Source: an optimization exercise on an open RTL-to-GDS flow (aim: small area, a short achievable clock period and few clock cycles). Production flows keep margins and buffers that such runs may drop. RTL that was checked went through simulation tests only; none was proved equivalent to the original. Power is estimated from default activity; no workload was simulated.

==> inputs of 12-16 <==
==> flow/design.v <==
package obj_pkg;
    localparam int OBJ_MAX_DEF  = 64;
    localparam int LINE_MAX_DEF = 8;
    localparam int OBJ_H_DEF    = 16;
    localparam int OBJ_W     = 29;
    localparam int X_LSB     = 0;
    localparam int Y_LSB     = 8;
    localparam int CODE_LSB  = 16;
    localparam int COL_LSB   = 24;
    localparam int FLIPH_BIT = 27;
    localparam int FLIPV_BIT = 28;
    typedef struct packed {
        logic [3:0]       row;
        logic [OBJ_W-1:0] word;
    } lst_entry_t;
    typedef enum logic {
        S_IDLE,
        S_SCAN
    } scan_state_t;
endpackage
module obj_line_fifo #(
    parameter int DEPTH = 8,
    parameter int WIDTH = 33
) (
    input  logic             clk,
    input  logic [DEPTH-1:0] wr_oh,     
    input  logic [WIDTH-1:0] wdata,
    input  logic [DEPTH-1:0] rd_oh,     
    output logic [WIDTH-1:0] rdata
);
    logic [WIDTH-1:0] mem [DEPTH];
    always_ff @(posedge clk) begin
        for (int k = 0; k < DEPTH; k++)
            if (wr_oh[k]) mem[k] <= wdata;
    end
    always_comb begin
        rdata = '0;
        for (int k = 0; k < DEPTH; k++)
            rdata = rdata | (mem[k] & {WIDTH{rd_oh[k]}});
    end
endmodule
module obj_line_scan #(
    parameter int OBJ_MAX  = obj_pkg::OBJ_MAX_DEF,
    parameter int LINE_MAX = obj_pkg::LINE_MAX_DEF,
    parameter int OBJ_H    = obj_pkg::OBJ_H_DEF
) (
    input  logic        CLK20,
    input  logic        RESET,
    input  logic        DMCS,
    input  logic [28:0] DO,
    input  logic [7:0]  V,
    input  logic        HBDn,
    input  logic        VB,
    input  logic        LST_RD,
    output logic [32:0] LST_DATA,
    output logic        LST_EMPTY,
    output logic [3:0]  LST_CNT,
    output logic        LST_RDY,
    output logic        OVF
);
    localparam int AW = $clog2(OBJ_MAX);
    localparam int CW = $clog2(OBJ_MAX + 1);
    localparam int W  = obj_pkg::OBJ_W;
    logic [W-1:0]  obj_table [OBJ_MAX];
    logic [CW-1:0] obj_cnt;
    logic [AW-1:0] wr_idx;
    logic          vb_q, hbdn_q;
    logic          vb_rise, hb_fall, wr_en, start;
    assign vb_rise = VB & ~vb_q;
    assign hb_fall = hbdn_q & ~HBDn;
    assign start   = hb_fall & ~VB;
    assign wr_en   = DMCS & (vb_rise | (obj_cnt != CW'(OBJ_MAX)));
    assign wr_idx  = vb_rise ? '0 : obj_cnt[AW-1:0];
    always_ff @(posedge CLK20) begin
        for (int i = 0; i < OBJ_MAX; i++)
            if (wr_en && wr_idx == AW'(i)) obj_table[i] <= DO;
    end
    always_ff @(posedge CLK20) begin
        if (RESET) begin
            vb_q    <= 1'b0;
            hbdn_q  <= 1'b1;
            obj_cnt <= '0;
        end else begin
            vb_q   <= VB;
            hbdn_q <= HBDn;
            if (vb_rise)    obj_cnt <= wr_en ? CW'(1) : '0;
            else if (wr_en) obj_cnt <= obj_cnt + CW'(1);
        end
    end
    logic [7:0]         tgt_in, tgt;
    logic [OBJ_MAX-1:0] hit_now;
    assign tgt_in = V + 8'd1;
    always_comb begin
        for (int i = 0; i < OBJ_MAX; i++) begin
            logic [7:0] di;
            di = tgt_in - obj_table[i][obj_pkg::Y_LSB +: 8];
            hit_now[i] = (di < 8'(OBJ_H)) && (CW'(i) < obj_cnt);
        end
    end
    logic [OBJ_MAX-1:0] hmask;       
    logic [OBJ_MAX-1:0] first;       
    logic [OBJ_MAX-1:0] below;       
    logic [W-1:0]       word_sel;
    logic [7:0]         d_sel;
    logic [3:0]         row_sel;
    logic [LINE_MAX-1:0] ext_oh;     
    logic               pend;        
    always_comb begin
        logic [OBJ_MAX-1:0] p;
        p = hmask;
        for (int s = 1; s < OBJ_MAX; s = s * 2)
            for (int i = 0; i < OBJ_MAX; i++)
                if ((i / s) % 2 == 1) p[i] = p[i] | p[(i / s) * s - 1];
        below = {p[OBJ_MAX-2:0], 1'b0};
    end
    assign first = hmask & ~below;
    always_comb begin
        word_sel = '0;
        for (int i = 0; i < OBJ_MAX; i++)
            word_sel = word_sel | (obj_table[i] & {W{first[i]}});
    end
    assign d_sel   = tgt - word_sel[obj_pkg::Y_LSB +: 8];
    assign row_sel = word_sel[obj_pkg::FLIPV_BIT] ? ~d_sel[3:0] : d_sel[3:0];
    always_ff @(posedge CLK20) begin
        if (RESET) begin
            hmask  <= '0;
            ext_oh <= '0;
            pend   <= 1'b0;
            tgt    <= '0;
        end else if (start) begin
            hmask  <= hit_now;
            ext_oh <= LINE_MAX'(1);
            pend   <= 1'b1;
            tgt    <= tgt_in;
        end else begin
            hmask  <= hmask & ~first;
            ext_oh <= ext_oh << 1;
            pend   <= 1'b0;
        end
    end
    logic [CW-1:0] nhit;
    always_comb begin
        logic [CW-1:0] s [2*OBJ_MAX];
        for (int i = 0; i < OBJ_MAX; i++) s[OBJ_MAX + i] = CW'(hmask[i]);
        for (int i = OBJ_MAX - 1; i >= 1; i--) s[i] = s[2*i] + s[2*i + 1];
        nhit = s[1];
    end
    logic [LINE_MAX-1:0] hsel;       
    logic [3:0]          lcnt;
    logic                lempty, lrdy, pop;
    logic                ovf;
    assign pop = LST_RD & ~lempty;
    always_ff @(posedge CLK20) begin
        if (RESET) begin
            lrdy   <= 1'b0;
            lempty <= 1'b1;
            lcnt   <= '0;
            hsel   <= '0;
        end else if (start) begin
            lrdy   <= 1'b0;
            lempty <= 1'b1;
            hsel   <= '0;
        end else if (pend) begin
            lrdy   <= 1'b1;
            if (nhit >= CW'(LINE_MAX)) begin
                lcnt   <= 4'(LINE_MAX);
                lempty <= 1'b0;
                hsel   <= LINE_MAX'(1);
            end else begin
                lcnt   <= 4'(nhit);
                lempty <= (nhit == '0);
                hsel   <= (nhit == '0) ? '0 : LINE_MAX'(1);
            end
        end else if (pop) begin
            lcnt   <= lcnt - 4'd1;
            lempty <= (lcnt == 4'd1);
            hsel   <= (lcnt == 4'd1) ? '0 : (hsel << 1);
        end
    end
    always_ff @(posedge CLK20) begin
        if (RESET || start) ovf <= 1'b0;
        else if (pend)      ovf <= (nhit > CW'(LINE_MAX));
    end
    assign OVF = ovf;
    assign LST_EMPTY = lempty;
    assign LST_CNT   = lcnt;
    assign LST_RDY   = lrdy;
    obj_line_fifo #(
        .DEPTH (LINE_MAX),
        .WIDTH (4 + W)
    ) u_fifo (
        .clk   (CLK20),
        .wr_oh (ext_oh),
        .wdata ({row_sel, word_sel}),
        .rd_oh (hsel),
        .rdata (LST_DATA)
    );
endmodule
==> flow/run.sh <==
#!/bin/bash
# synth_recipe.tcl (not shown) runs the flow's synth.tcl, then flattens the netlist and writes it again
# the make line also repeats each setting of config.mk as NAME=value (left out here)
make -C /OpenROAD-flow-scripts/flow DESIGN_CONFIG=/design/flow/config.mk WORK_HOME=/design/flow/orfs CLKGATE_MAP_FILE= SYNTH_SCRIPT=/design/flow/synth_recipe.tcl finish
==> flow/config.mk <==
export PLATFORM = sky130hd
export DESIGN_NAME = obj_line_scan
export DESIGN_NICKNAME = obj_line_scan
export VERILOG_FILES = /design/flow/design.v
export SDC_FILE = /design/flow/constraint.sdc
export NUM_CORES = 4
export LEC_CHECK = 0
export CAP_MARGIN = 20
export CORE_MARGIN = 2
export CORE_UTILIZATION = 45
export SLEW_MARGIN = 20
==> flow/constraint.sdc <==
create_clock -name core_clock -period 8.0 [get_ports {CLK20}]
set_input_delay 1.6000 -clock core_clock [delete_from_list [all_inputs] [get_ports {CLK20}]]
set_output_delay 1.6000 -clock core_clock [all_outputs]
set_load 0.01 [all_outputs]
==> inputs of 05-03, as changes to 12-16 <==
--- a/flow/design.v
+++ b/flow/design.v
@@ -23,20 +23,47 @@
     parameter int WIDTH = 33
 ) (
     input  logic             clk,
+    input  logic             rst,
+    input  logic             clr,       
+    input  logic             load,      
+    input  logic             any,       
+    input  logic             pop,       
+    input  logic             last,      
     input  logic [DEPTH-1:0] wr_oh,     
-    input  logic [WIDTH-1:0] wdata,
-    input  logic [DEPTH-1:0] rd_oh,     
-    output logic [WIDTH-1:0] rdata
+    input  logic [WIDTH-1:0] wdata,     
+    output logic [WIDTH-1:0] head
 );
-    logic [WIDTH-1:0] mem [DEPTH];
+    logic [WIDTH-1:0] mem [1:DEPTH-1];
+    logic [DEPTH-1:0] nxt_oh;           
+    logic [WIDTH-1:0] nxt_mem;
+    logic             nxt_now;          
     always_ff @(posedge clk) begin
-        for (int k = 0; k < DEPTH; k++)
+        for (int k = 1; k < DEPTH; k++)
             if (wr_oh[k]) mem[k] <= wdata;
     end
     always_comb begin
-        rdata = '0;
-        for (int k = 0; k < DEPTH; k++)
-            rdata = rdata | (mem[k] & {WIDTH{rd_oh[k]}});
+        nxt_mem = '0;
+        for (int k = 1; k < DEPTH; k++)
+            nxt_mem = nxt_mem | (mem[k] & {WIDTH{nxt_oh[k]}});
+    end
+    assign nxt_now = |(nxt_oh & wr_oh);
+    always_ff @(posedge clk) begin
+        if (rst || clr) begin
+            nxt_oh <= DEPTH'(2);
+        end else if (pop) begin
+            nxt_oh <= nxt_oh << 1;
+        end
+    end
+    always_ff @(posedge clk) begin
+        if (rst) begin
+            head <= '0;
+        end else if (load) begin
+            head <= any ? wdata : '0;
+        end else if (pop) begin
+            if (last)         head <= '0;
+            else if (nxt_now) head <= wdata;
+            else              head <= nxt_mem;
+        end
     end
 endmodule
 module obj_line_scan #(
@@ -61,6 +88,8 @@
     localparam int AW = $clog2(OBJ_MAX);
     localparam int CW = $clog2(OBJ_MAX + 1);
     localparam int W  = obj_pkg::OBJ_W;
+    localparam int YL = obj_pkg::Y_LSB;
+    localparam int NC = LINE_MAX + 1;           
     logic [W-1:0]  obj_table [OBJ_MAX];
     logic [CW-1:0] obj_cnt;
     logic [AW-1:0] wr_idx;
@@ -88,23 +117,27 @@
         end
     end
     logic [7:0]         tgt_in, tgt;
+    logic [3:0]         tgt_hm;
     logic [OBJ_MAX-1:0] hit_now;
     assign tgt_in = V + 8'd1;
+    assign tgt_hm = tgt_in[7:4] - 4'd1;
     always_comb begin
         for (int i = 0; i < OBJ_MAX; i++) begin
-            logic [7:0] di;
-            di = tgt_in - obj_table[i][obj_pkg::Y_LSB +: 8];
-            hit_now[i] = (di < 8'(OBJ_H)) && (CW'(i) < obj_cnt);
-        end
-    end
-    logic [OBJ_MAX-1:0] hmask;       
-    logic [OBJ_MAX-1:0] first;       
-    logic [OBJ_MAX-1:0] below;       
-    logic [W-1:0]       word_sel;
-    logic [7:0]         d_sel;
-    logic [3:0]         row_sel;
+            logic [7:0] y;
+            logic       brw;
+            y   = obj_table[i][YL +: 8];
+            brw = tgt_in[3:0] < y[3:0];
+            hit_now[i] = (brw ? (y[7:4] == tgt_hm) : (y[7:4] == tgt_in[7:4]))
+                         && (CW'(i) < obj_cnt);
+        end
+    end
+    logic [OBJ_MAX-1:0]  hmask;      
+    logic [OBJ_MAX-1:0]  first;      
+    logic [OBJ_MAX-1:0]  below;      
+    logic [W-1:0]        word_sel;
+    logic [3:0]          d_sel, row_sel;
     logic [LINE_MAX-1:0] ext_oh;     
-    logic               pend;        
+    logic                pend;       
     always_comb begin
         logic [OBJ_MAX-1:0] p;
         p = hmask;
@@ -119,8 +152,8 @@
         for (int i = 0; i < OBJ_MAX; i++)
             word_sel = word_sel | (obj_table[i] & {W{first[i]}});
     end
-    assign d_sel   = tgt - word_sel[obj_pkg::Y_LSB +: 8];
-    assign row_sel = word_sel[obj_pkg::FLIPV_BIT] ? ~d_sel[3:0] : d_sel[3:0];
+    assign d_sel   = tgt[3:0] - word_sel[YL +: 4];
+    assign row_sel = word_sel[obj_pkg::FLIPV_BIT] ? ~d_sel : d_sel;
     always_ff @(posedge CLK20) begin
         if (RESET) begin
             hmask  <= '0;
@@ -138,48 +171,48 @@
             pend   <= 1'b0;
         end
     end
-    logic [CW-1:0] nhit;
-    always_comb begin
-        logic [CW-1:0] s [2*OBJ_MAX];
-        for (int i = 0; i < OBJ_MAX; i++) s[OBJ_MAX + i] = CW'(hmask[i]);
-        for (int i = OBJ_MAX - 1; i >= 1; i--) s[i] = s[2*i] + s[2*i + 1];
-        nhit = s[1];
-    end
-    logic [LINE_MAX-1:0] hsel;       
-    logic [3:0]          lcnt;
-    logic                lempty, lrdy, pop;
-    logic                ovf;
+    logic [NC:1] ge;
+    always_comb begin
+        logic [NC:0] t [2*OBJ_MAX];
+        for (int i = 0; i < OBJ_MAX; i++) t[OBJ_MAX + i] = {(NC - 1)'(0), hmask[i], 1'b1};
+        for (int i = OBJ_MAX - 1; i >= 1; i--) begin
+            t[i] = (NC + 1)'(1);
+            for (int k = 1; k <= NC; k++)
+                for (int a = 0; a <= k; a++)
+                    t[i][k] = t[i][k] | (t[2*i][a] & t[2*i+1][k-a]);
+        end
+        ge = t[1][NC:1];
+    end
+    logic [3:0] ncnt;                
+    always_comb begin
+        ncnt = '0;
+        for (int k = 1; k <= LINE_MAX; k++)
+            if (ge[k] && !(k < LINE_MAX && ge[k+1])) ncnt = 4'(k);
+    end
+    logic [3:0] lcnt;
+    logic       lempty, lrdy, pop;
+    logic       ovf;
     assign pop = LST_RD & ~lempty;
     always_ff @(posedge CLK20) begin
         if (RESET) begin
             lrdy   <= 1'b0;
             lempty <= 1'b1;
             lcnt   <= '0;
-            hsel   <= '0;
         end else if (start) begin
             lrdy   <= 1'b0;
             lempty <= 1'b1;
-            hsel   <= '0;
         end else if (pend) begin
             lrdy   <= 1'b1;
-            if (nhit >= CW'(LINE_MAX)) begin
-                lcnt   <= 4'(LINE_MAX);
-                lempty <= 1'b0;
-                hsel   <= LINE_MAX'(1);
-            end else begin
-                lcnt   <= 4'(nhit);
-                lempty <= (nhit == '0);
-                hsel   <= (nhit == '0) ? '0 : LINE_MAX'(1);
-            end
+            lcnt   <= ncnt;
+            lempty <= ~ge[1];
         end else if (pop) begin
             lcnt   <= lcnt - 4'd1;
             lempty <= (lcnt == 4'd1);
-            hsel   <= (lcnt == 4'd1) ? '0 : (hsel << 1);
         end
     end
     always_ff @(posedge CLK20) begin
         if (RESET || start) ovf <= 1'b0;
-        else if (pend)      ovf <= (nhit > CW'(LINE_MAX));
+        else if (pend)      ovf <= ge[NC];
     end
     assign OVF = ovf;
     assign LST_EMPTY = lempty;
@@ -190,9 +223,14 @@
         .WIDTH (4 + W)
     ) u_fifo (
         .clk   (CLK20),
+        .rst   (RESET),
+        .clr   (start),
+        .load  (pend),
+        .any   (ge[1]),
+        .pop   (pop),
+        .last  (lcnt == 4'd1),
         .wr_oh (ext_oh),
         .wdata ({row_sel, word_sel}),
-        .rd_oh (hsel),
-        .rdata (LST_DATA)
+        .head  (LST_DATA)
     );
 endmodule
- SETUP_SLACK_MARGIN: unset -> 4.8
==> qor summary <==
| metric | 05-03 | 12-16 |
|---|---|---|
| Per-instance average area after synthesis | 14.3 µm² | 14.4 µm² |
| Area share of the leading cell type in the synthesized netlist | 66.0% | 65.9% |
| Row count | 168 | 170 |
| Beginning of the worst hold path | lrdy | hsel[0] |
| Total CTS buffers | 217 | 216 |
| Starting density of the core | 45.3% | 45.2% |
| Non-clk buf share | 9.94% | 2.72% |
| Count of buffering cells on the critical path with inverters included | 5 | 4 |
| Comb power | 0.00212 W | 0.00108 W |
| Net count after synthesis | 6880 | 7216 |
| Total Power | 0.0250 W | 0.0241 W |
| Met1 track demand over resource | 47.2% | 46.1% |
| Mux cell area share after synthesis | 1.30% | 0.105% |
| Multi-Input Combinational | 3794 | 3679 |
| Proportion of cell area spent on the clock network | 5.64% | 6.43% |
| Signal inverters | 234 | 513 |
| Outcome | finished clean | finished clean |
| Number of global-route vias before repair | 66045 | 61155 |
| Number of DRC markers in iteration 0 | 12923 | 11518 |
| Switching part of the total | 23.2% | 22.4% |
| Crit path setup slack, layout | 2.90 ns | 0.873 ns |
Testbench counts of 12-16, summed over its fixed seeds: cycles 4,872.
For 05-03, only the layout was checked, not whether the RTL still works.

## afterwards: timing with drivers on the ports
No port has a modelled driver above. Below, the same layouts with a new extraction and two added sets of constraints. Step 1 sets driving cells, clkbuf_16 on the clock port and buf_2 on the other inputs (assumed; they add their load-dependent delay and slew). Step 2 moves the port delays by t, midway between the first and last clock arrival at a register: inputs arrive t later, outputs are due t later. That takes back most of the time a late clock gives input paths. Slacks: ideal / step 1 / step 2; pairs: ideal / step 1.
run | t (ns) | setup slack, ns | worst register clock-pin slew, ns | worst data-port slew with drivers (ns)
12-16 | 0.971 | 0.873 / 0.873 / 0.873 | 0.07 / 0.07 | 0.10
05-03 | 0.982 | 2.895 / 2.895 / 2.895 | 0.07 / 0.07 | 0.08
After both steps setup and hold are still met in every run listed.
